This is an optimization exercise on Yosys and OpenROAD, whose aim is small area, not a production implementation.
Function was checked by simulation only, so behaviour that the tests miss may differ from the original.
Power is estimated from default activity; no workload was simulated. No driver is modelled on the clock port, so clocking that relies on it looks cheaper here than on a real chip.

[config.mk]
export PLATFORM = sky130hd
export DESIGN_NAME = ram_responder
export DESIGN_NICKNAME = ram_responder
export VERILOG_FILES = /design/flow/design.v
export SDC_FILE = /design/flow/constraint.sdc
export NUM_CORES = 4
export LEC_CHECK = 0
export ABC_AREA = 1
export CAP_MARGIN = 20
export CORE_MARGIN = 2
export CORE_UTILIZATION = 50
export SLEW_MARGIN = 20
[constraint.sdc]
create_clock -name core_clock -period 10.0 [get_ports {CLK}]
set_input_delay 2.0000 -clock core_clock [delete_from_list [all_inputs] [get_ports {CLK}]]
set_output_delay 2.0000 -clock core_clock [all_outputs]
set_load 0.01 [all_outputs]
[run.sh]
#!/bin/bash
# synth_recipe.tcl (not shown) runs the flow's synth.tcl, then flattens the netlist and writes it again
# the make line also repeats each setting of config.mk as NAME=value (left out here)
make -C /OpenROAD-flow-scripts/flow DESIGN_CONFIG=/design/flow/config.mk WORK_HOME=/design/flow/orfs CLKGATE_MAP_FILE= SYNTH_SCRIPT=/design/flow/synth_recipe.tcl finish
[design.v]
module ram_responder #(
  parameter int LAT        = 2,
  parameter int DEPTH_BITS = 6
) (
  input  logic        CLK,
  input  logic        nRST,
  input  logic [31:0] ramaddr,
  input  logic [31:0] ramstore,
  input  logic        ramREN,
  input  logic        ramWEN,
  output logic [31:0] ramload,
  output logic [1:0]  ramstate,
  output logic [31:0] rd_count,
  output logic [31:0] wr_count
);
  localparam int NS = 64;    
  localparam int NP = 22;    
  localparam logic [1:0] S_IDLE = 2'd0;
  localparam logic [1:0] S_BUSY = 2'd1;
  localparam logic [1:0] S_ACC  = 2'd2;
  localparam logic [1:0] S_ERR  = 2'd3;
  logic [1:0]  state_reg;
  logic        cnt_reg;
  logic [5:0]  idx_reg;
  logic        rd_op_reg;
  logic [5:0]  rot;
  logic [31:0] rdat [NS];
  logic [NS-1:0] rval;
  logic [31:0] bdata;
  logic [5:0]  bidx;
  logic        bvalid;
  logic        bpend;
  logic [32:0] t1, t2;
  logic        req, bad, changed, accept;
  logic [5:0]  idx;
  logic        acc, cap;
  assign req     = ramREN | ramWEN;
  assign bad     = (ramREN & ramWEN)
                 | (ramaddr[1:0] != 2'b00)
                 | (ramaddr[31:8] != '0);
  assign idx     = ramaddr[7:2];
  assign changed = (idx != idx_reg) | (ramREN != rd_op_reg);
  assign acc     = (state_reg == S_ACC);
  assign cap     = acc & ~rd_op_reg;
  always_ff @(posedge CLK or negedge nRST) begin
    if (!nRST) begin
      state_reg <= S_IDLE;
      cnt_reg   <= 1'b0;
      idx_reg   <= '0;
      rd_op_reg <= 1'b0;
      rd_count  <= '0;
      wr_count  <= '0;
      rot       <= '0;
    end else begin
      rot      <= rot + 6'd1;
      rd_count <= rd_count + {31'd0, acc &  rd_op_reg};
      wr_count <= wr_count + {31'd0, acc & ~rd_op_reg};
      if (!req) begin
        state_reg <= S_IDLE;
      end else if (bad) begin
        state_reg <= S_ERR;
      end else if (state_reg != S_BUSY || changed) begin
        state_reg <= S_BUSY;
        idx_reg   <= idx;
        rd_op_reg <= ramREN;
        cnt_reg   <= 1'b1;
      end else if (!cnt_reg) begin
        state_reg <= S_ACC;
      end else begin
        cnt_reg <= 1'b0;
      end
    end
  end
  always_ff @(posedge CLK) begin
    if (cap) begin
      bdata <= ramstore;
      bidx  <= idx_reg;
    end
  end
  logic [5:0]  wslot;      
  logic [NS-1:0] wport;    
  assign wslot = bidx - rot;
  always_ff @(posedge CLK or negedge nRST) begin
    if (!nRST) begin
      bvalid <= 1'b0;
      bpend  <= 1'b0;
    end else begin
      if (cap) bvalid <= 1'b1;
      bpend <= cap | (bpend & ~(|wport));
    end
  end
  for (genvar s = 0; s < NS; s++) begin : g_slot
    localparam int NX = (s + 1) % NS;
    if (s % 3 == 0) begin : g_port
      assign wport[s] = bpend & (wslot == 6'(NX));
      always_ff @(posedge CLK)
        rdat[s] <= wport[s] ? bdata : rdat[NX];
      always_ff @(posedge CLK or negedge nRST)
        if (!nRST) rval[s] <= 1'b0;
        else       rval[s] <= wport[s] | rval[NX];
    end else begin : g_plain
      assign wport[s] = 1'b0;
      always_ff @(posedge CLK)
        rdat[s] <= rdat[NX];
      always_ff @(posedge CLK or negedge nRST)
        if (!nRST) rval[s] <= 1'b0;
        else       rval[s] <= rval[NX];
    end
  end
  logic [5:0]  rslot;
  logic [32:0] m;
  assign rslot = idx_reg - rot;
  always_comb begin
    m = '0;
    for (int j = 0; j < NP; j++)
      if (rslot == 6'(3 * j)) m = m | {rval[3 * j], rdat[3 * j]};
  end
  always_ff @(posedge CLK) begin
    t1 <= m;
    t2 <= t1;
  end
  logic [1:0]  rmod;
  logic [32:0] word;
  logic        byp;
  assign rmod = 2'(rslot % 6'd3);
  assign word = (rmod == 2'd0) ? m : (rmod == 2'd2) ? t1 : t2;
  assign byp  = bvalid & (bidx == idx_reg);
  always_comb begin
    ramload = '0;
    if (acc && rd_op_reg) begin
      if (byp)          ramload = bdata;
      else if (word[32]) ramload = word[31:0];
    end
  end
  assign ramstate = state_reg;
endmodule
==> impl_metrics.py, run 1 <==
metrics = {
    "critical_path": {
        "worst-r2r-cell-count": 14,
        "reg2reg_from": "idx_reg[0]$_DFFE_PN0P_",
        "regToRegSetupSlack_ns": 5.58,
        "crit_top_cell": "nand2_1",
        "cp-start-kind": "register",
        "cp-end-kind": "output pin",
        "path_class": "reg2out",
        "slowest_delay_ns": 0.57,
        "regToRegEndpoint": "t1[14]$_DFF_P_",
        "required_ns": 8.00,
        "cp_slowest_cell": "clkdlybuf4s50_1",
        "worst_ep_arrival_time_ns": 6.98,
        "worstPathMaxFanout": 52,
    },
    "logic_synthesis": {
        "synth_area_leaders": "dfxtp_1 (68%), nand2_1 (6.6%), dfrtp_1 (5.8%)",
        "ys_warn_count": 2,
        "synth_seq_cells": 2298,
        "yosysUniqueCellTypes": 51,
        "synthCells": 5476,
        "yosysSeqAreaShare_pct": 75.3,
        "yosys.area.top_type": "dfxtp_1",
        "synthArstFlopShare_pct": 6.35,
        "syn_area_per_cell_um2": 11.4,
        "synth_area_um2": 62600,
        "yosysTopAreaCellShare_pct": 67.6,
        "synth.most_common_cell": "dfxtp_1",
        "netlist_top_cells_count": "dfxtp_1 (2114), nand2_1 (1096), o21ai_0 (717)",
        "synth-edff-count": 38,
        "synth_fp_nets": 5563,
        "ys.flop_type": "dfxtp_1",
    },
    "pwr": {
        "p_switching_uw": 3450,
        "power_density_nw_per_um2": 239,
        "peakVddDrop_mv": 0.204,
        "total_power_uw": 17400,
        "p_int_uw": 14000,
        "switching_share_pct": 19.8,
        "p_comb_share_pct": 0.5,
        "leakage_uw": 0.0289,
        "power_frac_clock_pct": 46.8,
        "seqPwrFrac_pct": 52.8,
    },
    "final_layout": {
        "layout-drive-gt1-share_pct": 8.13,
        "stdcell_count": 7419,
        "syn_to_final_growth_pct": 16.4,
        "seq_area_um2": 47100,
        "fillCellCount": 10300,
        "layout.nets": 5693,
        "largest_register_ffs": 2048,
        "regMostFlops": "rdat",
        "reg.largest.list": "rdat (2048), rval (64)",
        "final_area_um2": 72900,
        "multi_input_area_um2": 13900,
    },
    "sta": {
        "rsz0062_at_grt": "no",
        "fin_skew_ns": 0.0187,
        "slew_headroom_pct": 21.0,
        "max_freq_mhz": 111,
        "fin_setup_tns_ns": 0,
        "hold_viol": 0,
        "tightest_slew_ns": 1.18,
        "post-route-min-period_ns": 8.98,
        "finalCritPeriodShare_pct": 89.8,
        "setup_viol": 0,
        "slew_viol_final": 0,
    },
    "die": {
        "num_io_pins": 166,
        "die_x_um": 358,
        "die_h_um": 358,
        "row_count": 129,
        "dieArea_um2": 128000,
        "coreArea_um2": 124000,
        "initial_core_util_pct": 50.5,
    },
    "clocking": {
        "cts.clk_slew.worst_paths_ns": 0.06,
        "ctsHoldBuffers": 0,
        "htree_levels": 4,
        "cts_buffer_depth": 3,
        "postCtsSetupBuffers": 0,
        "cts_resized": 0,
        "insertion_delay_ns": 0.82,
        "cts_buffers": 211,
        "clock-sinks": 2298,
        "cts_tree": "done",
        "cts_root_buffer": "clkbuf_16",
    },
    "route": {
        "drt_first_pass_iters": 6,
        "drt_iter0_markers": 3810,
        "ant_nets": 0,
        "drt-vias-per-instance": 5.29,
        "wl_um": 171000,
        "drt_drc_violations_left": 0,
        "via_count": 39200,
        "wl_per_cell_um": 23.0,
    },
    "placement": {
        "gp_congestion": 0.807,
        "dp_hpwl_um": 91700,
        "place_area_um2": 65700,
        "port_buffers": 165,
        "place_inst": 7029,
    },
    "global_route": {
        "grt_max_degree": 76,
        "grt_pass1_vias": 37400,
        "grt_use_met2_pct": 40.5,
        "gr-usage-all-layers_pct": 26.6,
        "antenna_found_initial": 5,
        "grtUsageMet3_pct": 5.09,
        "use_met1_pct": 38.3,
        "grt-ovfl-total": 0,
        "grt-busiest-layer": "met2",
        "grt_pass1_wl_um": 248000,
    },
    "min_path": {
        "hold_path_depth": 0,
        "worstHoldStart": "rdat[38][16]$_DFF_P_",
        "holdPathEnd": "rdat[37][16]$_DFF_P_",
        "hp-class": "reg2reg",
    },
    "outcome": {
        "outcome": "no timing/DRC/antenna violations",
    },
    "flow_run": {
        "cap_violations": 0,
    },
}
-- cell type report --
class	instances	share of cell area, %
antenna	2	0.00687
clock buffer	321	8.59
clock inverter	66	1.17
inverter	163	0.860
multi-input combinational	2718	19.1
sequential	2298	64.7
tap	1637	2.81
timing repair buffer	214	2.80
-- critical path: cells and delay by family, from the launching register on --
family	cells	cell delay, ns
simple gates	19	3.07
buf+inv	8	1.56
fa+ha+maj	4	0.93
flops	1	0.40
compound gates	1	0.15
-- per-stage QoR --
| step | worst slack (ns) | utilization (%) | hold WS (ns) |
|---|---|---|---|
| 2_1_floorplan | 4.27 | - | 0.310 |
| 3_3_place_gp | 2.12 | 53.0 | 0.310 |
| 6_report | 1.02 | 58.8 | 0.315 |
| 3_5_place_dp | 1.92 | 53.0 | 0.312 |
| 4_1_cts | 1.04 | 58.8 | 0.316 |
| 5_1_grt | 0.488 | 58.8 | 0.316 |
-- cell usage in the layout, fill, tap and decap left out, types with 109 or more instances in the layout --
cell type / synthesis / final
a22oi_1: 169 / 169
nand2_1: 1096 / 1087
dfxtp_1: 2114 / 2114
dfrtp_1: 146 / 146
nand3_1: 164 / 161
clkbuf_16: 0 / 217
o21ai_0: 717 / 717
clkdlybuf4s50_1: 0 / 164
inv_1: 148 / 139
nor2_1: 124 / 109
-- power groups by stage --
stage | logic (µW) | clock network [µW] | registers (µW)
after floorplan | 12.8 | 0 | 9410
after global placement | 85.8 | 0 | 9410
after detailed placement | 85.9 | 0 | 9410
after CTS | 86.5 | 8270 | 9200
after global routing | 91.4 | 8640 | 9200
final | 84.4 | 8160 | 9200
-- routing by layer --
| metal | wire, µm | part of all wire (%) |
|---|---|---|
| met1 | 78700 | 46 |
| met2 | 75200 | 44 |
| met3 | 11500 | 6.8 |
| met4 | 5120 | 3.0 |
| met5 | 8 | 0.0047 |
-- cells by family (layout without fill, tap and decap cells) --
group / Yosys count / count (layout) / synth area share (%)
adder cells (fa/ha/maj): 19 / 19 / 0.404
buffers and inverters: 460 / 764 / 2.83
AO/OA/AOI/OAI: 1067 / 1067 / 10.0
flip-flops: 2298 / 2298 / 75.3
XOR/XNOR: 71 / 71 / 0.994
other: 0 / 2 / 0
AND/OR/NAND/NOR: 1561 / 1561 / 10.5
-- worst max-delay path by stage --
stage | start | endpoint | slack (ns) | cells after the start
after floorplan | state_reg[0]$_DFFE_PN0P_ | wr_count[29]$_DFF_PN0_ | 4.27 | 17
after global placement | idx_reg[0]$_DFFE_PN0P_ | ramload[5] | 2.12 | 32
after detailed placement | idx_reg[0]$_DFFE_PN0P_ | ramload[4] | 1.92 | 32
after CTS | idx_reg[0]$_DFFE_PN0P_ | ramload[17] | 1.04 | 32
after global routing | idx_reg[0]$_DFFE_PN0P_ | ramload[1] | 0.49 | 32
final | idx_reg[0]$_DFFE_PN0P_ | ramload[30] | 1.02 | 32
==> run 2, diff against run 1 <==
==> design.v (replaced) <==
module ram_responder #(
  parameter int LAT        = 2,
  parameter int DEPTH_BITS = 6
) (
  input  logic        CLK,
  input  logic        nRST,
  input  logic [31:0] ramaddr,
  input  logic [31:0] ramstore,
  input  logic        ramREN,
  input  logic        ramWEN,
  output logic [31:0] ramload,
  output logic [1:0]  ramstate,
  output logic [31:0] rd_count,
  output logic [31:0] wr_count
);
  localparam int NS = 64;    
  localparam int NP = 22;    
  localparam logic [1:0] S_IDLE = 2'd0;
  localparam logic [1:0] S_BUSY = 2'd1;
  localparam logic [1:0] S_ACC  = 2'd2;
  localparam logic [1:0] S_ERR  = 2'd3;
  logic [1:0]  state_reg;
  logic        cnt_reg;
  logic [5:0]  idx_reg;
  logic        rd_op_reg;
  logic [5:0]  rot;
  logic        sweep;
  logic [31:0] rdat [NS];
  logic [31:0] bdata;
  logic [5:0]  bidx;
  logic        bpend;
  logic [31:0] t1, t2;
  logic        req, bad, changed;
  logic [5:0]  idx;
  logic        acc, cap;
  assign req     = ramREN | ramWEN;
  assign bad     = (ramREN & ramWEN)
                 | (ramaddr[1:0] != 2'b00)
                 | (ramaddr[31:8] != '0);
  assign idx     = ramaddr[7:2];
  assign changed = (idx != idx_reg) | (ramREN != rd_op_reg);
  assign acc     = (state_reg == S_ACC);
  assign cap     = acc & ~rd_op_reg;
  always_ff @(posedge CLK or negedge nRST) begin
    if (!nRST) begin
      state_reg <= S_IDLE;
      rd_count  <= '0;
      wr_count  <= '0;
      rot       <= '0;
      sweep     <= 1'b1;
    end else begin
      rot      <= rot + 6'd1;
      if (rot == 6'd2) sweep <= 1'b0;
      rd_count <= rd_count + {31'd0, acc &  rd_op_reg};
      wr_count <= wr_count + {31'd0, acc & ~rd_op_reg};
      if (!req) begin
        state_reg <= S_IDLE;
      end else if (bad) begin
        state_reg <= S_ERR;
      end else if (state_reg != S_BUSY || changed) begin
        state_reg <= S_BUSY;
      end else if (!cnt_reg) begin
        state_reg <= S_ACC;
      end
    end
  end
  always_ff @(posedge CLK) begin
    if (req && !bad && (state_reg != S_BUSY || changed)) begin
      idx_reg   <= idx;
      rd_op_reg <= ramREN;
      cnt_reg   <= 1'b1;
    end else if (state_reg == S_BUSY) begin
      cnt_reg   <= 1'b0;
    end
  end
  logic [31:0] wdata;
  logic [5:0]  widx;
  logic        wlive;
  logic [5:0]  wslot;
  logic [NS-1:0] wport;
  assign wdata = cap ? ramstore : bdata;
  assign widx  = cap ? idx_reg  : bidx;
  assign wlive = cap | bpend;
  assign wslot = widx - rot;
  logic [31:0] pdata;
  assign pdata = sweep ? 32'd0 : wdata;
  always_ff @(posedge CLK) begin
    bdata <= wdata;
    bidx  <= widx;
  end
  always_ff @(posedge CLK or negedge nRST) begin
    if (!nRST) bpend <= 1'b0;
    else       bpend <= wlive & ~(|wport);
  end
  for (genvar s = 0; s < NS; s++) begin : g_slot
    localparam int NX = (s + 1) % NS;
    if (s % 3 == 0) begin : g_port
      localparam logic INV = ((s / 3) % 2) == 1;
      logic load;
      assign wport[s] = wlive & (wslot == 6'(NX));
      assign load     = wport[s] | sweep;
      always_ff @(posedge CLK)
        rdat[s] <= load ? (pdata ^ {32{INV}}) : ~rdat[NX];
    end else begin : g_plain
      assign wport[s] = 1'b0;
      always_ff @(posedge CLK)
        rdat[s] <= rdat[NX];
    end
  end
  logic [5:0]  rslot;
  logic [31:0] m;
  assign rslot = idx_reg - rot;
  always_comb begin
    m = '0;
    for (int j = 0; j < NP; j++)
      if (rslot == 6'(3 * j)) m = m | (rdat[3 * j] ^ {32{j % 2 == 1}});
  end
  always_ff @(posedge CLK) begin
    t1 <= m;
    t2 <= t1;
  end
  logic [1:0]  rmod;
  assign rmod = 2'(rslot % 6'd3);
  always_comb begin
    ramload = '0;
    if (acc && rd_op_reg)
      ramload = (rmod == 2'd0) ? m : (rmod == 2'd2) ? t1 : t2;
  end
  assign ramstate = state_reg;
endmodule
--- a/config.mk
+++ b/config.mk
@@ -9,4 +9,6 @@
 export CAP_MARGIN = 20
 export CORE_MARGIN = 2
-export CORE_UTILIZATION = 50
+export CORE_UTILIZATION = 60
+export CTS_CLUSTER_DIAMETER = 60
+export CTS_CLUSTER_SIZE = 30
 export SLEW_MARGIN = 20
==> run 2 against run 1 <==
- power is 8.7% higher
- non-clock buffer count is 2 lower
- maximum frequency grew 9.2%
- largest power group unchanged
==> impl_metrics.py, run 2 <==
metrics = {
    "outcome": {
        "outcome": "no timing/DRC/antenna violations",
    },
    "logic_synthesis": {
        "synthCells": 5550,
        "synth-simple-area-share_pct": 11.1,
        "yosys.area.top_type": "dfxtp_1",
        "synthArstFlopShare_pct": 3.32,
        "yosysTopAreaCellShare_pct": 70.8,
        "synth_fp_nets": 5638,
        "synth_compound_area_share_pct": 10.2,
        "synth-edff-count": 7,
        "yosys.area_share.adder_pct": 0.436,
        "yosysSeqAreaShare_pct": 74.2,
        "syn_area_per_cell_um2": 11.0,
        "synth_xor_area_share_pct": 0.975,
        "synth_top_family_by_area": "simple AND/OR/NAND/NOR gates",
        "synthMuxAreaShare_pct": 0,
        "synth_area_leaders": "dfxtp_1 (71%), nand2_1 (7.2%), o21ai_0 (6.6%)",
        "netlist_top_cells_count": "dfxtp_1 (2151), nand2_1 (1161), o21ai_0 (802)",
        "yosysUniqueCellTypes": 59,
        "synth.most_common_cell": "dfxtp_1",
        "ys.flop_type": "dfxtp_1",
        "ys_warn_count": 2,
        "synth_seq_cells": 2232,
        "synth_area_um2": 60800,
    },
    "route": {
        "wl_um": 172000,
        "drt-vias-per-instance": 5.53,
        "drt_iter0_markers": 3919,
        "drt_first_pass_iters": 6,
        "ant_nets": 0,
        "drt_drc_violations_left": 0,
        "via_count": 39100,
        "wl_per_cell_um": 24.3,
    },
    "pwr": {
        "p_switching_uw": 4560,
        "power_density_nw_per_um2": 277,
        "switching_share_pct": 24.0,
        "p_comb_share_pct": 4.6,
        "peakVddDrop_mv": 0.193,
        "seqPwrFrac_pct": 62.3,
        "leakage_uw": 0.0279,
        "p_int_uw": 14400,
        "power_frac_clock_pct": 33.1,
    },
    "final_layout": {
        "fillCellCount": 7613,
        "layout.nets": 5690,
        "layout-drive-gt1-share_pct": 7.02,
        "regMostFlops": "rdat",
        "mostFrequentLayoutCells": "dfxtp_1 (2151), nand2_1 (1133), o21ai_0 (802)",
        "stdcell_count": 7071,
        "layout_commonest_cell": "dfxtp_1",
        "syn_to_final_growth_pct": 12.4,
        "largest_register_ffs": 2048,
    },
    "die": {
        "coreArea_um2": 100000,
        "row_count": 116,
        "die_h_um": 322,
        "die_x_um": 322,
        "initial_core_util_pct": 60.7,
        "dieArea_um2": 104000,
        "num_io_pins": 166,
    },
    "placement": {
        "gp_congestion": 0.836,
        "port_buffers": 165,
        "dp_hpwl_um": 93800,
        "place_inst": 6825,
    },
    "sta": {
        "setup_viol": 0,
        "post-route-min-period_ns": 8.22,
        "slew_viol_final": 0,
        "fin_skew_ns": 0.0393,
        "tightest_slew_ns": 1.21,
        "finalCritPeriodShare_pct": 82.2,
        "max_freq_mhz": 122,
        "rsz0062_at_grt": "no",
        "hold_viol": 0,
        "fin_setup_tns_ns": 0,
        "slew_headroom_pct": 19.1,
    },
    "critical_path": {
        "required_ns": 8.00,
        "worstPathMaxFanout": 65,
        "regToRegSetupSlack_ns": 5.30,
        "worst-r2r-cell-count": 19,
        "regToRegEndpoint": "rdat[27][16]$_DFF_P_",
        "cp-endpoint": "ramload[19]",
        "cp_slowest_cell": "nand2_2",
        "path_class": "reg2out",
        "crit_top_cell": "nand2_1",
        "cp-start-kind": "register",
        "slowest_delay_ns": 0.91,
        "reg2reg_from": "state_reg[0]$_DFFE_PN0P_",
        "cp-end-kind": "output pin",
        "crit_path_start": "idx_reg[0]$_DFFE_PP_",
        "worst_ep_arrival_time_ns": 6.22,
    },
    "global_route": {
        "grt_max_degree": 75,
        "grt-ovfl-total": 0,
        "grt_pass1_wl_um": 247000,
        "gr-usage-all-layers_pct": 32.9,
        "antenna_found_initial": 6,
        "grt_pass1_vias": 36400,
    },
    "clocking": {
        "insertion_delay_ns": 0.78,
        "cts_root_buffer": "clkbuf_16",
        "ctsHoldBuffers": 0,
        "cts_tree": "done",
        "cts_resized": 0,
        "postCtsSetupBuffers": 0,
        "cts_buffers": 132,
        "cts_buffer_depth": 3,
        "cts.clk_slew.worst_paths_ns": 0.10,
        "clock-sinks": 2232,
        "htree_levels": 4,
    },
    "min_path": {
        "hp-class": "reg2reg",
        "hold_path_depth": 0,
    },
    "flow_run": {
        "cap_violations": 0,
    },
}
## run 2: worst min-delay path by stage
stage	to	from	slack, ns
final	rdat[7][30]$_DFF_P_	rdat[8][30]$_DFF_P_	0.30
after global routing	rdat[7][30]$_DFF_P_	rdat[8][30]$_DFF_P_	0.30
after detailed placement	rdat[10][7]$_DFF_P_	rdat[11][7]$_DFF_P_	0.31
after global placement	rdat[7][23]$_DFF_P_	rdat[8][23]$_DFF_P_	0.31
after floorplan	rdat[10][0]$_DFF_P_	rdat[11][0]$_DFF_P_	0.31
after CTS	rdat[7][30]$_DFF_P_	rdat[8][30]$_DFF_P_	0.30
## run 2: final cells by class
| class | instances | area [µm²] | area share [%] |
|---|---|---|---|
| flip-flops and latches | 2232 | 45100 | 66.0 |
| diodes | 2 | 5.00 | 0.00732 |
| clock buffers | 154 | 3650 | 5.33 |
| clock inverters | 90 | 1200 | 1.75 |
| multi-input cells | 2840 | 14000 | 20.5 |
| inverters | 184 | 693 | 1.01 |
| well taps | 1357 | 1700 | 2.48 |
| repair buffers | 212 | 2000 | 2.93 |
## run 2: power by group through the flow
stage | clock network, µW | registers, µW | logic (µW)
global placement | 0 | 11900 | 843
CTS | 6320 | 11800 | 877
finish | 6270 | 11800 | 879
global route | 6670 | 12000 | 978
floorplan | 0 | 11600 | 550
detailed placement | 0 | 11900 | 867
## run 2: critical path: cells and delay by family (launching register included)
kind	cells	cell delay [ns]
and+or+nand+nor	16	2.77
adders and majority gates	4	0.99
AOI/OAI and AO/OA	2	0.35
buffers and inverters	6	0.89
DFF	1	0.43
## run 2: logic make-up (layout without fill, tap and decap cells)
| group | Yosys count | count (layout) |
|---|---|---|
| buffers and inverters | 478 | 640 |
| AND/OR/NAND/NOR | 1634 | 1634 |
| flip-flops | 2232 | 2232 |
| XOR/XNOR | 66 | 66 |
| AO/OA/AOI/OAI | 1120 | 1120 |
| adder cells (fa/ha/maj) | 20 | 20 |
| other | 0 | 2 |
## run 2: metal layers
layer  GRT usage (%)  vias to the layer above  wire [µm]
met4            9.90                        4       4750
met5               0                        -         24
met3            5.84                      282      13500
met1            48.6                    19100      79300
li1                -                    18200          -
met2            49.5                     1530      74400
## run 2: metrics by stage
stage	area (µm²)	util, %	total power [µW]	hold slack [ns]	setup slack, ns
after floorplan	60800	-	12200	0.310	4.50
after global placement	63600	63.4	12800	0.309	2.69
after detailed placement	63600	63.4	12800	0.312	2.54
after CTS	68400	68.2	19000	0.302	1.71
after global routing	68400	68.2	19600	0.298	1.25
final	68400	68.2	19000	0.299	1.78
==> run 3, diff against run 2 <==
--- a/design.v
+++ b/design.v
@@ -30,5 +30,5 @@
   logic [5:0]  bidx;
   logic        bpend;
-  logic [31:0] t1, t2;
+  logic [31:0] tk;
   logic        req, bad, changed;
   logic [5:0]  idx;
@@ -116,14 +116,14 @@
       if (rslot == 6'(3 * j)) m = m | (rdat[3 * j] ^ {32{j % 2 == 1}});
   end
-  always_ff @(posedge CLK) begin
-    t1 <= m;
-    t2 <= t1;
-  end
   logic [1:0]  rmod;
-  assign rmod = 2'(rslot % 6'd3);
+  logic        atport;
+  assign rmod   = 2'(rslot % 6'd3);
+  assign atport = (rmod == 2'd0);
+  always_ff @(posedge CLK)
+    if (atport) tk <= m;
   always_comb begin
     ramload = '0;
     if (acc && rd_op_reg)
-      ramload = (rmod == 2'd0) ? m : (rmod == 2'd2) ? t1 : t2;
+      ramload = atport ? m : tk;
   end
   assign ramstate = state_reg;
--- a/config.mk
+++ b/config.mk
@@ -10,5 +10,5 @@
 export CORE_MARGIN = 2
 export CORE_UTILIZATION = 60
-export CTS_CLUSTER_DIAMETER = 60
+export CTS_CLUSTER_DIAMETER = 100
 export CTS_CLUSTER_SIZE = 30
 export SLEW_MARGIN = 20
==> run 3 against run 2 <==
- still clean on timing, DRC and antenna
- final cell count down 3.7%
- register-to-register slack got worse by 0.17 ns
- power is 12% lower
- sequential cell count decreased by 32
- sequential share of layout area grew 2.6 points
- clock power down 34%
- combinational power decreased by 3.4%
- maximum frequency increased by 2.9%
- design area fell by 5.2%
- critical path type unchanged
==> impl_metrics.py, run 3 <==
metrics = {
    "outcome": {
        "outcome": "no timing/DRC/antenna violations",
    },
    "route": {
        "drt_iter0_markers": 3627,
        "wl_per_cell_um": 23.8,
        "via_count": 37600,
        "drt_first_pass_iters": 10,
        "wl_um": 162000,
        "drt-vias-per-instance": 5.52,
        "drt_drc_violations_left": 0,
        "ant_nets": 0,
    },
    "logic_synthesis": {
        "synth-simple-area-share_pct": 11.3,
        "synthArstFlopShare_pct": 3.36,
        "yosysSeqAreaShare_pct": 74.3,
        "synth_xor_area_share_pct": 1.04,
        "syn_area_per_cell_um2": 10.9,
        "ys.flop_type": "dfxtp_1",
        "synth.most_common_cell": "dfxtp_1",
        "synth_compound_area_share_pct": 9.83,
        "yosys.area_share.adder_pct": 0.443,
        "synthMuxAreaShare_pct": 0,
        "synth_top_family_by_area": "simple AND/OR/NAND/NOR gates",
        "yosysTopAreaCellShare_pct": 70.8,
        "netlist_top_cells_count": "dfxtp_1 (2119), nand2_1 (1226), o21ai_0 (775)",
        "synthCells": 5506,
        "synth-edff-count": 7,
        "yosys.area.top_type": "dfxtp_1",
        "yosysUniqueCellTypes": 57,
        "synth_area_leaders": "dfxtp_1 (71%), nand2_1 (7.7%), o21ai_0 (6.5%)",
        "synth_area_um2": 59900,
        "ys_warn_count": 2,
        "synth_seq_cells": 2200,
        "synth_fp_nets": 5594,
    },
    "final_layout": {
        "layout-drive-gt1-share_pct": 4.04,
        "stdcell_count": 6810,
        "layout.nets": 5600,
        "regMostFlops": "rdat",
        "largest_register_ffs": 2048,
        "syn_to_final_growth_pct": 8.33,
        "mostFrequentLayoutCells": "dfxtp_1 (2119), nand2_1 (1204), o21ai_0 (775)",
        "layout_commonest_cell": "dfxtp_1",
        "antenna-diode-count": 0,
    },
    "clocking": {
        "cts_buffer_depth": 3,
        "insertion_delay_ns": 0.71,
        "cts.clk_slew.worst_paths_ns": 0.11,
        "cts_root_buffer": "clkbuf_16",
        "ctsHoldBuffers": 0,
        "clock-sinks": 2200,
        "cts_tree": "done",
        "cts_buffers": 83,
        "cts_resized": 0,
        "postCtsSetupBuffers": 0,
        "htree_levels": 3,
    },
    "critical_path": {
        "worst_ep_arrival_time_ns": 5.99,
        "cp-end-kind": "output pin",
        "slowest_delay_ns": 0.59,
        "worstPathMaxFanout": 32,
        "reg2reg_from": "state_reg[0]$_DFFE_PN0P_",
        "crit_top_cell": "nand3_1",
        "cp-start-kind": "register",
        "path_class": "reg2out",
        "crit_chain": "inv_1 > ha_1 > inv_1 > fa_1 > nand3_1 > nand3_1 > nand2_2 > nand3_1 > o21ai_2 > nand2_2 > a21oi_1 > nor2_2 > ha_1 > a21oi_2 > nand3_1 > nand2_1 > ha_1 > or2_2 > nand2_2 > nand2_4 > nand2_1 > nand2_1 > nor2_1 > clkdlybuf4s50_1",
        "crit_path_start": "idx_reg[0]$_DFFE_PP_",
        "cp_slowest_cell": "clkdlybuf4s50_1",
        "required_ns": 8.00,
    },
    "global_route": {
        "gr-usage-all-layers_pct": 31.3,
        "grt_pass1_vias": 35000,
        "grt-ovfl-total": 0,
        "grt_max_degree": 75,
        "antenna_found_initial": 3,
        "grt_pass1_wl_um": 235000,
    },
    "sta": {
        "slew_viol_final": 0,
        "whs_ns": 0.321,
        "slew_headroom_pct": 22.6,
        "hold_viol": 0,
        "post-route-min-period_ns": 7.99,
        "fin_setup_tns_ns": 0,
        "setup_viol": 0,
        "finalCritPeriodShare_pct": 79.9,
        "fin_skew_ns": 0.0348,
        "rsz0062_at_grt": "no",
        "tightest_slew_ns": 1.16,
        "max_freq_mhz": 125,
    },
    "die": {
        "die_h_um": 320,
        "initial_core_util_pct": 60.7,
        "dieArea_um2": 102000,
        "num_io_pins": 166,
        "coreArea_um2": 98700,
        "row_count": 115,
        "die_x_um": 320,
    },
    "placement": {
        "gp_congestion": 0.861,
        "dp_hpwl_um": 89200,
        "place_inst": 6713,
        "port_buffers": 165,
    },
    "pwr": {
        "total_power_uw": 16600,
        "leakage_uw": 0.0263,
        "peakVddDrop_mv": 0.179,
        "power_density_nw_per_um2": 256,
    },
    "min_path": {
        "worstHoldStart": "rdat[2][1]$_DFF_P_",
        "hp-class": "reg2reg",
    },
    "flow_run": {
        "cap_violations": 0,
    },
}
-- run 3: area by class of cell --
type | instances | area (µm²)
clock buffers | 93 | 2200
clock inverters | 3 | 36.3
fillers | 7810 | 33800
inverters | 190 | 714
multi-input cells | 2827 | 13800
flip-flops and latches | 2200 | 44500
well taps | 1287 | 1610
repair buffers | 210 | 2010
-- run 3: logic make-up after synthesis --
| group | count (synthesis) |
|---|---|
| flops | 2200 |
| compound gates | 1052 |
| buf+inv | 479 |
| xor+xnor | 70 |
| fa+ha+maj | 20 |
| simple gates | 1685 |
-- run 3: metrics by stage --
step / setup WS, ns / util [%] / instance area (µm²)
finish: 2.01 / 65.7 / 64900
CTS: 2.02 / 65.7 / 64800
floorplan: 4.42 / - / 59900
global route: 1.62 / 65.7 / 64900
global placement: 2.88 / 63.4 / 62600
detailed placement: 2.80 / 63.4 / 62600
-- run 3: path summary, 6_finish.rpt --
path,endpoint,slack [ns],cells after the start
max in group asynchronous,rd_count[12]$_DFF_PN0_,7.92,1
setup / recovery,ramload[21],2.01,24
hold / removal,rdat[1][1]$_DFF_P_,0.32,0
min in group asynchronous,wr_count[2]$_DFF_PN0_,1.42,1
setup reg to reg,rdat[39][16]$_DFF_P_,5.13,16
hold reg to reg,rdat[1][1]$_DFF_P_,0.32,0
-- run 3: power by group --
group / internal, µW / leakage, µW / switching [µW]
Clock: 1590 / 0.00110 / 2530
Combinational: 302 / 0.00657 / 547
Sequential: 10900 / 0.0187 / 780
Total: 12800 / 0.0263 / 3850
-- run 3: routing by layer --
layer / part of all wire (%) / GRT usage [%] / vias up / routed length [µm]
met3: 7.1 / 4.29 / 272 / 11500
li1: - / - / 17800 / -
met4: 3.1 / 8.87 / 0 / 5030
met2: 44 / 48.6 / 1285 / 71000
met5: 0 / 0 / - / 0
met1: 46 / 46.1 / 18300 / 74600
-- run 3: worst max-delay path: cells and delay by family (launching register included) --
kind,cells,cell delay [ns]
flip-flops,1,0.43
buffers and inverters,3,0.77
adder cells (fa/ha/maj),4,1.05
AND/OR/NAND/NOR,14,2.48
AO/OA/AOI/OAI,3,0.55
==> run 4, diff against run 3 <==
==> flow/run.sh (new file) <==
#!/bin/bash
# Layout: the standard layout (standard.sh) with three changes:
#  - synthesis is the standard flow's own script with ABC's area mapper (flow/area.script)
#    in place of ORFS's area script; everything else in it is unchanged;
#  - the port buffers are buf_1 cells;
#  - clock tree leaf clusters of at most 30 sinks within 100 um, without dummy loads.
set -euo pipefail
W=$(pwd)
F=$W/flow

# Synthesis script: ORFS's synth.tcl with the ABC script swapped, sourced from
# a copy of synth_recipe.tcl (which keeps -nofsm -noshare, flatten and rename).
sed "s#^source \$::env(SCRIPTS_DIR)/synth_preamble.tcl\$#&\nset abc_args [lreplace \$abc_args 1 1 $F/area.script]#" \
  "$FLOW_HOME/scripts/synth.tcl" > "$W/synth_core.tcl"
grep -q "area.script" "$W/synth_core.tcl"
sed "s#^source \$::env(SCRIPTS_DIR)/synth.tcl\$#source $W/synth_core.tcl#" \
  "$W/synth_recipe.tcl" > "$W/my_synth.tcl"
grep -q "synth_core.tcl" "$W/my_synth.tcl"

bash "$W/standard.sh" \
  "SYNTH_SCRIPT=$W/my_synth.tcl" \
  "BUFFER_PORTS_ARGS=-buffer_cell sky130_fd_sc_hd__buf_1" \
  "CTS_ARGS=-sink_clustering_enable -repair_clock_nets -sink_clustering_size 30 -sink_clustering_max_diameter 100 -dont_use_dummy_load" \
  finish > "$W/make.log" 2>&1
==> flow/area.script (new file) <==
strash
dch
amap
topo
==> standard.sh (new file) <==
#!/bin/bash
# synth_recipe.tcl (not shown) runs the flow's synth.tcl, then flattens the netlist and writes it again
# the make line also repeats each setting of config.mk as NAME=value (left out here)
make -C /OpenROAD-flow-scripts/flow DESIGN_CONFIG=/design/flow/config.mk WORK_HOME=/design/flow/orfs CLKGATE_MAP_FILE= SYNTH_SCRIPT=/design/flow/synth_recipe.tcl "${@:-finish}"
--- a/config.mk
+++ b/config.mk
@@ -10,5 +10,3 @@
 export CORE_MARGIN = 2
 export CORE_UTILIZATION = 60
-export CTS_CLUSTER_DIAMETER = 100
-export CTS_CLUSTER_SIZE = 30
 export SLEW_MARGIN = 20
removed: run.sh
==> run 4 against run 3 <==
- still clean on timing, DRC and antenna
- area after synthesis down 2.9%
- combinational power up 11%
- utilization up 0.22 points
- sequential share of layout area up 1.4 points
- design area down 2.0%
==> impl_metrics.py, run 4 <==
metrics = {
    "outcome": {
        "outcome": "no timing/DRC/antenna violations",
    },
    "critical_path": {
        "cp_slowest_cell": "dfrtp_1",
        "cp-start-kind": "register",
        "cp-end-kind": "output pin",
        "worstPathMaxFanout": 4,
        "path_class": "reg2out",
        "worst_ep_arrival_time_ns": 7.75,
        "slowest_delay_ns": 0.43,
        "crit_top_cell": "o21bai_1",
        "required_ns": 8.00,
    },
    "route": {
        "wl_per_cell_um": 22.1,
        "via_count": 36200,
        "drt-vias-per-instance": 5.59,
        "drt_first_pass_iters": 7,
        "drt_iter0_markers": 3153,
        "ant_nets": 0,
        "drt_drc_violations_left": 0,
        "wl_um": 143000,
    },
    "placement": {
        "port_buffers": 165,
        "gp_congestion": 0.877,
        "dp_hpwl_um": 88300,
    },
    "sta": {
        "max_freq_mhz": 103,
        "fin_skew_ns": 0.0655,
        "finalCritPeriodShare_pct": 97.5,
        "post-route-min-period_ns": 9.75,
        "tightest_slew_ns": 1.13,
        "slew_headroom_pct": 24.4,
        "setup_viol": 0,
        "rsz0062_at_grt": "yes",
        "slew_viol_final": 0,
        "hold_viol": 0,
        "fin_setup_tns_ns": 0,
    },
    "die": {
        "die_x_um": 315,
        "die_h_um": 315,
        "dieArea_um2": 99400,
        "initial_core_util_pct": 60.3,
        "num_io_pins": 166,
        "row_count": 114,
        "coreArea_um2": 96400,
    },
    "logic_synthesis": {
        "yosysSeqAreaShare_pct": 76.5,
        "yosys.area.top_type": "dfxtp_1",
        "synthCells": 4849,
        "ys.flop_type": "dfxtp_1",
        "synth_area_um2": 58200,
        "netlist_top_cells_count": "dfxtp_1 (2119), nor2_1 (678), a21oi_1 (561)",
        "synth_seq_cells": 2200,
        "synth_fp_nets": 4937,
        "synth_area_leaders": "dfxtp_1 (73%), a21oi_1 (4.8%), nor2_1 (4.4%)",
        "ys_warn_count": 2,
        "synth-edff-count": 7,
        "synthArstFlopShare_pct": 3.36,
        "yosysTopAreaCellShare_pct": 72.9,
        "syn_area_per_cell_um2": 12.0,
        "yosysUniqueCellTypes": 54,
        "synth.most_common_cell": "dfxtp_1",
    },
    "global_route": {
        "grt_pass1_vias": 33700,
        "gr-usage-all-layers_pct": 28.4,
        "use_met1_pct": 42.2,
        "grt-busiest-layer": "met2",
        "antenna_found_initial": 11,
        "grt_max_degree": 75,
        "grt-ovfl-total": 0,
        "grtUsageMet3_pct": 4.76,
        "grt_pass1_wl_um": 212000,
        "grt_use_met2_pct": 43.5,
    },
    "clocking": {
        "htree_levels": 3,
        "cts_buffer_depth": 3,
        "insertion_delay_ns": 0.71,
        "cts_tree": "done",
        "cts.clk_slew.worst_paths_ns": 0.12,
        "clock-sinks": 2200,
        "cts_root_buffer": "clkbuf_16",
        "cts_buffers": 83,
    },
    "final_layout": {
        "layout-drive-gt1-share_pct": 4.97,
        "largest_register_ffs": 2048,
        "layout_commonest_cell": "dfxtp_1",
        "layout.nets": 5280,
        "regMostFlops": "rdat",
        "syn_to_final_growth_pct": 9.35,
        "mostFrequentLayoutCells": "dfxtp_1 (2119), nor2_1 (654), a21oi_1 (555)",
    },
    "pwr": {
        "leakage_uw": 0.0252,
        "total_power_uw": 16200,
        "peakVddDrop_mv": 0.197,
        "power_density_nw_per_um2": 254,
    },
    "min_path": {
        "hp-class": "reg2reg",
    },
    "flow_run": {
        "cap_violations": 0,
    },
}
-- run 4: changes by cell type after synthesis, moves of 53 or more --
cell | previous run | this run
o21ai_0 | 775 | 169
o22ai_1 | 43 | 370
clkbuf_1 | 250 | 0
inv_1 | 187 | 0
nand2_1 | 1226 | 170
a21oi_1 | 53 | 561
nor2_1 | 224 | 678
clkinv_1 | 0 | 190
nand3_1 | 93 | 12
nor2b_1 | 0 | 53
o21bai_1 | 0 | 65
-- run 4: stage by stage --
stage | setup slack (ns) | utilization [%] | instance area (µm²) | hold slack [ns] | std cells
2_1_floorplan | 0.518 | - | 58200 | 0.310 | 4849
3_3_place_gp | 0.693 | 63.4 | 61100 | 0.310 | 6361
3_5_place_dp | 0.662 | 63.4 | 61100 | 0.312 | 6362
4_1_cts | 0.00442 | 65.6 | 63200 | 0.297 | 6445
5_1_grt | -0.427 | 65.9 | 63600 | 0.303 | 6468
6_report | 0.246 | 65.9 | 63600 | 0.294 | 6470
-- run 4: logic make-up (layout without fill, tap and decap cells) --
| group | count (synthesis) | after routing | synth area share (%) |
|---|---|---|---|
| AOI/OAI and AO/OA | 1371 | 1371 | 14.1 |
| xor gates and xnor gates | 3 | 3 | 0.0452 |
| adders and majority gates | 20 | 20 | 0.456 |
| buffers and inverters | 190 | 531 | 1.23 |
| DFF | 2200 | 2200 | 76.5 |
| other | 0 | 4 | 0 |
| and+or+nand+nor | 1065 | 1065 | 7.70 |
-- run 4: timing repair --
action | in CTS | in global routing
buffers inserted | 0 | 18
hold buffers | 0 | 0
setup endpoints to repair | 1 | 32
pin swaps | 0 | 17
gates resized for setup | 2 | 46
-- run 4: final timing paths --
kind | start | endpoint | slack (ns) | cells past startpoint
max | rot[1]$_DFF_PN0_ | ramload[14] | 0.25 | 49
min | rdat[57][6]$_DFF_P_ | rdat[56][6]$_DFF_P_ | 0.29 | 0
max reg2reg | rot[1]$_DFF_PN0_ | tk[14]$_DFF_P_ | 3.10 | 48
min reg2reg | rdat[57][6]$_DFF_P_ | rdat[56][6]$_DFF_P_ | 0.29 | 0
max in group asynchronous | nRST | wr_count[28]$_DFF_PN0_ | 7.77 | 2
min in group asynchronous | nRST | rot[5]$_DFF_PN0_ | 1.56 | 2
-- run 4: critical path, delay by kind of cell (launching register included) --
kind | cells | cell delay (ns)
AO/OA/AOI/OAI | 24 | 3.85
flip-flops | 1 | 0.43
buffers and inverters | 3 | 0.45
AND/OR/NAND/NOR | 21 | 2.15
adder cells (fa/ha/maj) | 1 | 0.18
-- run 4: per-layer routing --
| metal | vias up | part of all wire, % |
|---|---|---|
| met5 | - | 0 |
| met4 | 0 | 2.2 |
| met3 | 178 | 6.2 |
| met2 | 886 | 44 |
| met1 | 17700 | 48 |
| li1 | 17400 | - |
-- run 4: area by class of cell --
type                    instances  area, µm²
well taps                    1276       1600
diodes                          4       10.0
fillers                      7607      32800
inverters                     190        717
multi-input cells            2459      13300
clock buffers                  83       2080
repair buffers                258       1360
flip-flops and latches       2200      44500
-- run 4: power breakdown --
| group | total [µW] | switching, µW | internal [µW] |
|---|---|---|---|
| sequential | 11300 | 753 | 10500 |
| clock | 3970 | 2460 | 1500 |
| combinational | 944 | 567 | 376 |
==> run 5, diff against run 4 <==
--- a/design.v
+++ b/design.v
@@ -25,8 +25,9 @@
   logic        rd_op_reg;
   logic [5:0]  rot;
+  logic [5:0]  rslot;
   logic        sweep;
   logic [31:0] rdat [NS];
   logic [31:0] bdata;
-  logic [5:0]  bidx;
+  logic [5:0]  bslot;     
   logic        bpend;
   logic [31:0] tk;
@@ -70,22 +71,22 @@
       rd_op_reg <= ramREN;
       cnt_reg   <= 1'b1;
-    end else if (state_reg == S_BUSY) begin
-      cnt_reg   <= 1'b0;
+      rslot     <= idx - rot - 6'd1;
+    end else begin
+      if (state_reg == S_BUSY) cnt_reg <= 1'b0;
+      rslot     <= rslot - 6'd1;
     end
   end
   logic [31:0] wdata;
-  logic [5:0]  widx;
   logic        wlive;
   logic [5:0]  wslot;
   logic [NS-1:0] wport;
   assign wdata = cap ? ramstore : bdata;
-  assign widx  = cap ? idx_reg  : bidx;
   assign wlive = cap | bpend;
-  assign wslot = widx - rot;
+  assign wslot = cap ? rslot : bslot;
   logic [31:0] pdata;
   assign pdata = sweep ? 32'd0 : wdata;
   always_ff @(posedge CLK) begin
     bdata <= wdata;
-    bidx  <= widx;
+    bslot <= wslot - 6'd1;
   end
   always_ff @(posedge CLK or negedge nRST) begin
@@ -108,7 +109,5 @@
     end
   end
-  logic [5:0]  rslot;
   logic [31:0] m;
-  assign rslot = idx_reg - rot;
   always_comb begin
     m = '0;
--- a/flow/run.sh
+++ b/flow/run.sh
@@ -4,5 +4,5 @@
 #    in place of ORFS's area script; everything else in it is unchanged;
 #  - the port buffers are buf_1 cells;
-#  - clock tree leaf clusters of at most 30 sinks within 100 um, without dummy loads.
+#  - clock tree leaf clusters of at most 28 sinks within 100 um, without dummy loads.
 set -euo pipefail
 W=$(pwd)
@@ -21,4 +21,4 @@
   "SYNTH_SCRIPT=$W/my_synth.tcl" \
   "BUFFER_PORTS_ARGS=-buffer_cell sky130_fd_sc_hd__buf_1" \
-  "CTS_ARGS=-sink_clustering_enable -repair_clock_nets -sink_clustering_size 30 -sink_clustering_max_diameter 100 -dont_use_dummy_load" \
+  "CTS_ARGS=-sink_clustering_enable -repair_clock_nets -sink_clustering_size 28 -sink_clustering_max_diameter 100 -dont_use_dummy_load" \
   finish > "$W/make.log" 2>&1
==> flow/area.script (replaced) <==
strash
dc2
dch -f
amap
topo
==> run 5 against run 4 <==
- combinational power grew 9%
- sequential share of layout area up 1.9 points
- via count grew 1.7%
- power up 7.3%
- largest cell class unchanged
- still clean on timing, DRC and antenna
- largest power group unchanged
- highest routed layer unchanged
- sequential cell count is 6 higher
- maximum frequency is 28% higher
- register-to-register slack gained 1.8 ns
==> impl_metrics.py, run 5 <==
metrics = {
    "clocking": {
        "cts_tree": "done",
        "cts_buffer_depth": 3,
        "htree_levels": 3,
        "postCtsSetupBuffers": 0,
        "cts_resized": 0,
        "ctsHoldBuffers": 0,
        "cts.clk_slew.worst_paths_ns": 0.11,
        "clock-sinks": 2206,
        "insertion_delay_ns": 0.71,
        "cts_root_buffer": "clkbuf_16",
        "cts_buffers": 88,
    },
    "global_route": {
        "grt-ovfl-total": 0,
        "grt_pass1_vias": 33600,
        "grt_max_degree": 75,
        "antenna_found_initial": 5,
        "grt_pass1_wl_um": 242000,
        "gr-usage-all-layers_pct": 34.5,
    },
    "logic_synthesis": {
        "synth_fp_nets": 4602,
        "ys_warn_count": 2,
        "synthCells": 4510,
        "ys.flop_type": "dfxtp_1",
        "synth_area_leaders": "dfxtp_1 (75%), o22ai_1 (4.6%), nor2_1 (4.0%)",
        "synthArstFlopShare_pct": 3.35,
        "synth_area_um2": 56900,
        "syn_area_per_cell_um2": 12.6,
        "yosysSeqAreaShare_pct": 78.4,
        "synth_seq_cells": 2206,
        "yosysUniqueCellTypes": 52,
        "synth.most_common_cell": "dfxtp_1",
        "yosys.area.top_type": "dfxtp_1",
        "synth-edff-count": 7,
        "netlist_top_cells_count": "dfxtp_1 (2125), nor2_1 (601), a21oi_1 (435)",
        "yosysTopAreaCellShare_pct": 74.7,
    },
    "sta": {
        "hold_viol": 0,
        "tightest_slew_ns": 1.23,
        "post-route-min-period_ns": 7.64,
        "slew_viol_final": 0,
        "max_freq_mhz": 131,
        "fin_setup_tns_ns": 0,
        "setup_viol": 0,
        "rsz0062_at_grt": "no",
        "whs_ns": 0.302,
        "fin_ws_ns": 2.36,
        "finalCritPeriodShare_pct": 76.4,
        "fin_skew_ns": 0.0338,
        "slew_headroom_pct": 18.0,
    },
    "placement": {
        "place_area_um2": 59900,
        "port_buffers": 165,
        "gp_congestion": 0.818,
        "dp_hpwl_um": 90900,
        "pre_cts_ws_ns": 3.22,
    },
    "final_layout": {
        "layout.nets": 4936,
        "layout_commonest_cell": "dfxtp_1",
        "largest_register_ffs": 2048,
        "syn_to_final_growth_pct": 9.12,
        "fillCellCount": 7261,
        "multi_input_area_um2": 12100,
        "mostFrequentLayoutCells": "dfxtp_1 (2125), nor2_1 (590), a21oi_1 (435)",
        "layout-drive-gt1-share_pct": 4.65,
        "final_area_um2": 62100,
        "regMostFlops": "rdat",
        "seq_area_um2": 44600,
    },
    "pwr": {
        "total_power_uw": 17300,
        "peakVddDrop_mv": 0.189,
        "power_density_nw_per_um2": 279,
        "leakage_uw": 0.0248,
    },
    "min_path": {
        "holdPathEnd": "rdat[13][3]$_DFF_P_",
        "worstHoldStart": "rdat[14][3]$_DFF_P_",
        "hold_path_depth": 0,
        "hp-class": "reg2reg",
    },
    "die": {
        "num_io_pins": 166,
        "row_count": 112,
        "die_x_um": 312,
        "dieArea_um2": 97300,
        "initial_core_util_pct": 60.8,
        "coreArea_um2": 93600,
        "die_h_um": 312,
    },
    "route": {
        "drt_iter0_markers": 4381,
        "wl_um": 172000,
        "drt_first_pass_iters": 6,
        "drt_drc_violations_left": 0,
        "wl_per_cell_um": 28.2,
        "drt-vias-per-instance": 6.04,
        "ant_nets": 0,
        "via_count": 36800,
    },
    "critical_path": {
        "crit_chain": "clkinv_1 > nor2_1 > clkinv_1 > nor3_2 > nor2_1 > o32a_1 > o221ai_1 > clkinv_1 > ha_1 > nor2_1 > o21ai_0 > clkinv_1 > o22ai_1 > ha_1 > a2111o_1 > o32ai_4 > buf_4 > nor2_1 > a31oi_1 > nor2b_1 > buf_1",
        "worst_ep_arrival_time_ns": 5.64,
        "cp-start-kind": "register",
        "cp_slowest_cell": "buf_4",
        "reg2reg_from": "state_reg[1]$_DFFE_PN0P_",
        "regToRegEndpoint": "rdat[54][30]$_DFF_P_",
        "worst-r2r-cell-count": 14,
        "regToRegSetupSlack_ns": 4.90,
        "cp-end-kind": "output pin",
        "worstPathMaxFanout": 30,
        "slowest_delay_ns": 0.69,
        "path_class": "reg2out",
        "required_ns": 8.00,
    },
    "flow_run": {
        "cap_violations": 0,
    },
    "outcome": {
        "outcome": "no timing/DRC/antenna violations",
    },
}
-- run 5: how the worst max path moves through the flow --
stage / end / cells past startpoint / from
final: ramload[21] / 21 / rslot[4]$_DFF_P_
after global routing: ramload[18] / 21 / rslot[4]$_DFF_P_
after CTS: ramload[21] / 21 / rslot[4]$_DFF_P_
after detailed placement: ramload[21] / 21 / rslot[0]$_DFF_P_
after global placement: ramload[21] / 21 / rslot[0]$_DFF_P_
after floorplan: ramload[14] / 19 / rslot[4]$_DFF_P_
-- run 5: power by group --
group	internal, µW	switching [µW]
sequential	11200	953
combinational	401	629
clock	1590	2540
total	13200	4120
-- run 5: routing by layer --
layer | vias to the layer above | global-route usage (%) | share of wire (%)
met5 | - | 0 | 0
met4 | 0 | 9.47 | 2.8
met3 | 259 | 4.80 | 8.2
met2 | 1663 | 53.7 | 45
met1 | 18400 | 50.9 | 44
li1 | 16500 | - | -
-- run 5: kinds of logic (layout without fill, tap and decap cells) --
group / Yosys count / in the layout / synth area share, %
AOI/OAI and AO/OA: 1209 / 1209 / 13.3
xor gates and xnor gates: 6 / 6 / 0.0923
adders and majority gates: 24 / 24 / 0.541
buffers and inverters: 120 / 452 / 0.791
DFF: 2206 / 2206 / 78.4
other: 0 / 2 / 0
and+or+nand+nor: 945 / 945 / 6.88
-- run 5: worst max-delay path: cells and delay by family, from the launching register on --
kind / cells / cell delay, ns
buffers and inverters: 6 / 1.44
adders and majority gates: 2 / 0.43
and+or+nand+nor: 6 / 0.92
AOI/OAI and AO/OA: 7 / 1.65
DFF: 1 / 0.45
-- run 5: cell type report --
cell class | count | share of cell area (%)
inverters | 120 | 0.725
flip-flops and latches | 2206 | 71.8
well taps | 1254 | 2.53
repair buffers | 244 | 1.96
clock buffers | 88 | 3.55
multi-input cells | 2184 | 19.4
diodes | 2 | 0.00806
-- run 5: metrics by stage --
stage,util (%),instances
finish,66.3,6098
global route,66.3,6096
CTS,66.3,6096
detailed placement,64.0,6008
global placement,64.0,6008
floorplan,-,4510
==> run 6, diff against run 5 <==
--- a/design.v
+++ b/design.v
@@ -84,8 +84,9 @@
   assign wlive = cap | bpend;
   assign wslot = cap ? rslot : bslot;
-  logic [31:0] pdata;
-  assign pdata = sweep ? 32'd0 : wdata;
+  always_ff @(posedge CLK or negedge nRST) begin
+    if (!nRST) bdata <= '0;
+    else       bdata <= wdata;
+  end
   always_ff @(posedge CLK) begin
-    bdata <= wdata;
     bslot <= wslot - 6'd1;
   end
@@ -102,5 +103,5 @@
       assign load     = wport[s] | sweep;
       always_ff @(posedge CLK)
-        rdat[s] <= load ? (pdata ^ {32{INV}}) : ~rdat[NX];
+        rdat[s] <= load ? (wdata ^ {32{INV}}) : ~rdat[NX];
     end else begin : g_plain
       assign wport[s] = 1'b0;
==> run 6 against run 5 <==
- first-iteration DRC count grew 9.5%
- final cell count down 4.8%
- global-route usage grew 3.6 points
- critical endpoint is now ramload[16]
- largest cell class unchanged
- sequential power grew 6%
- clock power barely moved
- still clean on timing, DRC and antenna
- maximum frequency is 9.1% lower
- synthesized cell count shrank 7.5%
- die area decreased by 1.4%
- non-clock buffer count grew 43
- highest routed layer unchanged
==> impl_metrics.py, run 6 <==
metrics = {
    "global_route": {
        "gr-usage-all-layers_pct": 38.1,
        "grt_max_degree": 60,
        "antenna_found_initial": 3,
        "grt_pass1_vias": 33900,
        "grt-ovfl-total": 0,
        "grt_pass1_wl_um": 255000,
    },
    "sta": {
        "slew_headroom_pct": 24.8,
        "hold_viol": 0,
        "fin_skew_ns": 0.0371,
        "post-route-min-period_ns": 8.41,
        "setup_viol": 0,
        "rsz0062_at_grt": "no",
        "max_freq_mhz": 119,
        "fin_ws_ns": 1.59,
        "tightest_slew_ns": 1.13,
        "slew_viol_final": 0,
        "fin_setup_tns_ns": 0,
        "finalCritPeriodShare_pct": 84.1,
    },
    "logic_synthesis": {
        "ys_warn_count": 2,
        "synth-simple-area-share_pct": 4.42,
        "syn_area_per_cell_um2": 13.5,
        "synthCells": 4173,
        "yosysSeqAreaShare_pct": 79.7,
        "synth_area_leaders": "dfxtp_1 (75%), o22ai_1 (8.9%), dfrtp_1 (4.7%)",
        "synth-edff-count": 7,
        "synth_seq_cells": 2206,
        "yosys.area_share.adder_pct": 0.548,
        "ys.flop_type": "dfxtp_1",
        "yosysTopAreaCellShare_pct": 74.6,
        "synthArstFlopShare_pct": 4.81,
        "yosys.area.top_type": "dfxtp_1",
        "synthMuxAreaShare_pct": 0,
        "yosysUniqueCellTypes": 53,
        "synth_area_um2": 56100,
        "synth_fp_nets": 4265,
        "synth_xor_area_share_pct": 0.0780,
        "synth_top_family_by_area": "compound AO/OA/AOI/OAI gates",
        "synth_compound_area_share_pct": 14.1,
        "synth.most_common_cell": "dfxtp_1",
        "netlist_top_cells_count": "dfxtp_1 (2093), o22ai_1 (800), nor2_1 (264)",
    },
    "final_layout": {
        "mostFrequentLayoutCells": "dfxtp_1 (2093), o22ai_1 (797), nor2_1 (242)",
        "regMostFlops": "rdat",
        "fillCellCount": 7086,
        "post-route-util_pct": 66.3,
        "layout-drive-gt1-share_pct": 6.18,
        "stdcell_count": 5804,
        "syn_to_final_growth_pct": 9.94,
        "layout_commonest_cell": "dfxtp_1",
        "largest_register_ffs": 2048,
        "layout.nets": 4642,
    },
    "critical_path": {
        "cp-start-kind": "register",
        "cp_slowest_cell": "buf_4",
        "slowest_delay_ns": 0.61,
        "path_class": "reg2out",
        "worst_ep_arrival_time_ns": 6.41,
        "critical_path_buf_inv_count": 8,
        "crit_chain": "clkinv_1 > ha_1 > clkinv_1 > nor3_2 > nor2_1 > o32a_1 > o221ai_1 > clkinv_1 > ha_1 > nor2_1 > o21ai_0 > clkinv_1 > o22ai_1 > ha_1 > a2111o_1 > o32ai_4 > buf_4 > inv_2 > buf_4 > o32ai_1 > nor2_1 > buf_1",
        "crit_top_cell": "clkinv_1",
        "required_ns": 8.00,
        "crit_family": "buffers and inverters",
        "worstPathMaxFanout": 33,
        "cp-end-kind": "output pin",
    },
    "clocking": {
        "cts_buffers": 88,
        "cts_root_buffer": "clkbuf_16",
        "cts_tree": "done",
        "postCtsSetupBuffers": 0,
        "cts_resized": 0,
        "clock-sinks": 2206,
        "cts_buffer_depth": 3,
        "htree_levels": 3,
        "insertion_delay_ns": 0.71,
        "cts.clk_slew.worst_paths_ns": 0.11,
        "ctsHoldBuffers": 0,
    },
    "pwr": {
        "p_switching_uw": 4450,
        "power_density_nw_per_um2": 298,
        "peakVddDrop_mv": 0.185,
        "leakage_uw": 0.0245,
        "switching_share_pct": 24.2,
        "p_int_uw": 13900,
        "power_frac_clock_pct": 22.5,
        "p_comb_share_pct": 7.2,
        "seqPwrFrac_pct": 70.3,
    },
    "die": {
        "die_x_um": 310,
        "num_io_pins": 166,
        "coreArea_um2": 93000,
        "initial_core_util_pct": 60.3,
        "dieArea_um2": 96000,
        "row_count": 112,
        "die_h_um": 310,
    },
    "route": {
        "drt-vias-per-instance": 6.37,
        "drt_drc_violations_left": 0,
        "drt_iter0_markers": 4796,
        "via_count": 37000,
        "drt_first_pass_iters": 7,
        "wl_per_cell_um": 32.0,
        "ant_nets": 0,
        "wl_um": 186000,
    },
    "placement": {
        "gp_congestion": 0.840,
        "place_inst": 5713,
        "pre_cts_ws_ns": 2.37,
        "dp_hpwl_um": 97200,
        "port_buffers": 165,
    },
    "min_path": {
        "hp-class": "reg2reg",
    },
    "flow_run": {
        "cap_violations": 0,
    },
    "outcome": {
        "outcome": "no timing/DRC/antenna violations",
    },
}
==> run 6: area by class of cell <==
class | count | area (µm²) | share of cell area, %
Tap cell | 1254 | 1570 | 2.54
Antenna cell | 2 | 5.00 | 0.00811
Inverter | 164 | 616 | 0.997
Clock buffer | 88 | 2200 | 3.57
Timing Repair Buffer | 287 | 1540 | 2.49
Multi-Input combinational cell | 1803 | 11000 | 17.9
Sequential cell | 2206 | 44800 | 72.5
==> run 6: logic make-up (layout without fill, tap and decap cells) <==
logic type	Yosys count	after routing
adders and majority gates	24	24
xor gates and xnor gates	5	5
buffers and inverters	164	539
and+or+nand+nor	566	566
DFF	2206	2206
other	0	2
AOI/OAI and AO/OA	1208	1208
==> run 6: layer usage <==
layer / routed length [µm] / track usage [%]
met5: 0 / 0
met4: 6880 / 13.1
met3: 18500 / 7.46
met2: 82100 / 58.3
met1: 78300 / 54.5
==> run 6: power by group through the flow <==
stage | clock [µW] | combinational [µW] | sequential, µW
3_3_place_gp | 0 | 1250 | 13000
6_report | 4130 | 1330 | 12900
4_1_cts | 4130 | 1300 | 12900
3_5_place_dp | 0 | 1290 | 13000
2_1_floorplan | 0 | 861 | 12600
5_1_grt | 4440 | 1440 | 13200
==> run 6: worst paths after layout <==
kind / startpoint / end / slack, ns / depth (start not counted)
worst max-delay path: rslot[0]$_DFF_P_ / ramload[16] / 1.59 / 22
worst min-delay path: rdat[23][4]$_DFF_P_ / rdat[22][4]$_DFF_P_ / 0.31 / 0
worst max register to register: rslot[0]$_DFF_P_ / tk[5]$_DFF_P_ / 4.34 / 21
worst min register to register: rdat[23][4]$_DFF_P_ / rdat[22][4]$_DFF_P_ / 0.31 / 0
max in group asynchronous: nRST / bdata[31]$_DFF_PN0_ / 6.88 / 3
min in group asynchronous: nRST / bdata[25]$_DFF_PN0_ / 1.21 / 1
==> run 6: stage by stage <==
stage          cell area (µm²)  power [µW]  hold slack [ns]
6_report                 61700       18400            0.314
5_1_grt                  61700       19000            0.318
4_1_cts                  61700       18300            0.315
3_5_place_dp             59500       14300            0.312
3_3_place_gp             59500       14200            0.310
2_1_floorplan            56100       13500            0.310
==> run 7, diff against run 6 <==
--- a/flow/run.sh
+++ b/flow/run.sh
@@ -4,5 +4,5 @@
 #    in place of ORFS's area script; everything else in it is unchanged;
 #  - the port buffers are buf_1 cells;
-#  - clock tree leaf clusters of at most 28 sinks within 100 um, without dummy loads.
+#  - clock tree leaf clusters of at most 31 sinks within 100 um, without dummy loads.
 set -euo pipefail
 W=$(pwd)
@@ -21,4 +21,4 @@
   "SYNTH_SCRIPT=$W/my_synth.tcl" \
   "BUFFER_PORTS_ARGS=-buffer_cell sky130_fd_sc_hd__buf_1" \
-  "CTS_ARGS=-sink_clustering_enable -repair_clock_nets -sink_clustering_size 28 -sink_clustering_max_diameter 100 -dont_use_dummy_load" \
+  "CTS_ARGS=-sink_clustering_enable -repair_clock_nets -sink_clustering_size 31 -sink_clustering_max_diameter 100 -dont_use_dummy_load" \
   finish > "$W/make.log" 2>&1
--- a/config.mk
+++ b/config.mk
@@ -9,4 +9,4 @@
 export CAP_MARGIN = 20
 export CORE_MARGIN = 2
-export CORE_UTILIZATION = 60
+export CORE_UTILIZATION = 75
 export SLEW_MARGIN = 20
==> run 7 against run 6 <==
- still clean
- setup slack gained 0.35 ns
- final cell count shrank 5.4%
- synthesized cell count is the same
- clock power shrank 4%
- global-route usage grew 7.2 points
- utilization grew 16 points
- area after synthesis is the same
==> impl_metrics.py, run 7 <==
metrics = {
    "sta": {
        "setup_viol": 0,
        "tightest_slew_ns": 1.26,
        "fin_skew_ns": 0.0684,
        "finalCritPeriodShare_pct": 80.6,
        "fin_setup_tns_ns": 0,
        "hold_viol": 0,
        "rsz0062_at_grt": "no",
        "max_freq_mhz": 124,
        "slew_viol_final": 0,
    },
    "pwr": {
        "seqPwrFrac_pct": 71.0,
        "leakage_uw": 0.0243,
        "p_switching_uw": 4490,
        "power_frac_clock_pct": 21.6,
        "p_int_uw": 13800,
    },
    "route": {
        "drt_iter0_markers": 5736,
        "wl_per_cell_um": 32.5,
        "wl_um": 178000,
        "drt_drc_violations_left": 0,
        "drt_first_pass_iters": 9,
        "via_count": 38400,
        "ant_nets": 0,
    },
    "die": {
        "row_count": 100,
        "die_x_um": 278,
        "die_h_um": 278,
        "coreArea_um2": 74300,
        "dieArea_um2": 77100,
    },
    "clocking": {
        "cts_root_buffer": "clkbuf_16",
        "clock-sinks": 2206,
        "ctsHoldBuffers": 0,
        "cts_buffers": 81,
        "cts_buffer_depth": 3,
        "cts_tree": "done",
        "htree_levels": 3,
        "insertion_delay_ns": 0.69,
    },
    "logic_synthesis": {
        "synth_area_leaders": "dfxtp_1 (75%), o22ai_1 (8.9%), dfrtp_1 (4.7%)",
        "synth.most_common_cell": "dfxtp_1",
        "netlist_top_cells_count": "dfxtp_1 (2093), o22ai_1 (800), nor2_1 (264)",
        "synth_top_family_by_area": "compound AO/OA/AOI/OAI gates",
        "synthArstFlopShare_pct": 4.81,
        "synth_compound_area_share_pct": 14.1,
        "yosys.area_share.adder_pct": 0.548,
        "synthCells": 4173,
        "synthMuxAreaShare_pct": 0,
        "synth-edff-count": 7,
        "yosysTopAreaCellShare_pct": 74.6,
        "yosysUniqueCellTypes": 53,
        "synth_area_um2": 56100,
        "synth-simple-area-share_pct": 4.42,
        "ys.flop_type": "dfxtp_1",
        "synth_fp_nets": 4265,
        "synth_seq_cells": 2206,
    },
    "critical_path": {
        "worst_ep_arrival_time_ns": 6.06,
        "required_ns": 8.00,
        "cp-end-kind": "output pin",
        "cp-endpoint": "ramload[9]",
        "cp-start-kind": "register",
        "reg2reg_from": "rslot[0]$_DFF_P_",
        "regToRegEndpoint": "tk[30]$_DFF_P_",
    },
    "final_layout": {
        "mostFrequentLayoutCells": "dfxtp_1 (2093), o22ai_1 (793), nor2_1 (242)",
        "largest_register_ffs": 2048,
        "final_area_um2": 61100,
        "layout.nets": 4614,
    },
    "global_route": {
        "gr-usage-all-layers_pct": 45.3,
        "grt_pass1_vias": 35900,
        "antenna_found_initial": 0,
        "grt_pass1_wl_um": 250000,
    },
    "flow_run": {
        "cap_violations": 0,
    },
    "outcome": {
        "outcome": "no timing/DRC/antenna violations",
    },
    "placement": {
        "gp_congestion": 0.874,
        "port_buffers": 165,
    },
    "min_path": {
        "hp-class": "reg2reg",
    },
}
[run 7: power by group through the flow]
stage	combinational (µW)	sequential, µW	clock [µW]
detailed placement	1280	13000	0
finish	1350	13000	3960
global placement	1210	13000	0
floorplan	861	12600	0
CTS	1300	12900	3900
global route	1440	13200	4190
[run 7: routing by layer]
| metal | global-route usage (%) | routed length, µm |
|---|---|---|
| met5 | 0 | 0 |
| met2 | 65.3 | 74800 |
| met1 | 62.9 | 67000 |
| met4 | 24.9 | 11400 |
| met3 | 12.4 | 25100 |
[run 7: worst min path at each step]
stage	cells after the start	slack (ns)	endpoint
after CTS	0	0.29	rdat[58][10]$_DFF_P_
after floorplan	0	0.31	rdat[10][0]$_DFF_P_
after detailed placement	0	0.31	rdat[61][20]$_DFF_P_
after global routing	0	0.30	rdat[58][10]$_DFF_P_
final	0	0.29	rdat[58][10]$_DFF_P_
after global placement	0	0.31	rdat[7][16]$_DFF_P_
[run 7: final cells by class]
| type | count | area, µm² |
|---|---|---|
| Timing Repair Buffer | 266 | 1390 |
| Multi-Input combinational cell | 1803 | 11100 |
| Sequential cell | 2206 | 44800 |
| Tap cell | 969 | 1210 |
| Inverter | 164 | 616 |
| Antenna cell | 2 | 5.00 |
| Fill cell | 4089 | 13300 |
| Clock buffer | 81 | 2030 |
[run 7: critical path, stage by stage, from the launching register on]
cell and delay, ns:
dfxtp_1 0.45, clkinv_1 0.14, ha_1 0.15, clkinv_1 0.22, nor3_2 0.28, nor2_1 0.06, o32a_1 0.19, o221ai_1 0.31
clkinv_1 0.12, ha_1 0.22, nor2_1 0.14, o21ai_0 0.16, clkinv_1 0.10, o22ai_1 0.12, ha_1 0.22, a2111o_1 0.44
nand2_1 0.13, o32ai_4 0.09, buf_4 0.25, inv_2 0.88, o22ai_1 0.27, nor2_1 0.18, buf_1 0.19
[run 7: stage by stage]
stage	total power, µW	utilization (%)	cells	setup slack (ns)	hold WS, ns
2_1_floorplan	13500	-	4173	0.913	0.310
3_3_place_gp	14200	79.4	5408	3.04	0.309
3_5_place_dp	14300	79.4	5408	2.79	0.312
4_1_cts	18100	82.1	5489	2.08	0.291
5_1_grt	18800	82.2	5489	1.63	0.298
6_report	18300	82.2	5491	1.94	0.289
[run 7: cell families (layout without fill, tap and decap cells)]
group | count (synthesis) | count (layout)
DFF | 2206 | 2206
other | 0 | 2
buffers and inverters | 164 | 511
xor gates and xnor gates | 5 | 5
and+or+nand+nor | 566 | 566
adders and majority gates | 24 | 24
AOI/OAI and AO/OA | 1208 | 1208

Setup slack of run 7, layout unchanged: 1.939 ns with ideal ports, 1.870 ns with driving cells assumed (clock clkbuf_16, inputs buf_2), 2.600 ns with port delays also shifted by the 0.730 ns mid clock arrival.
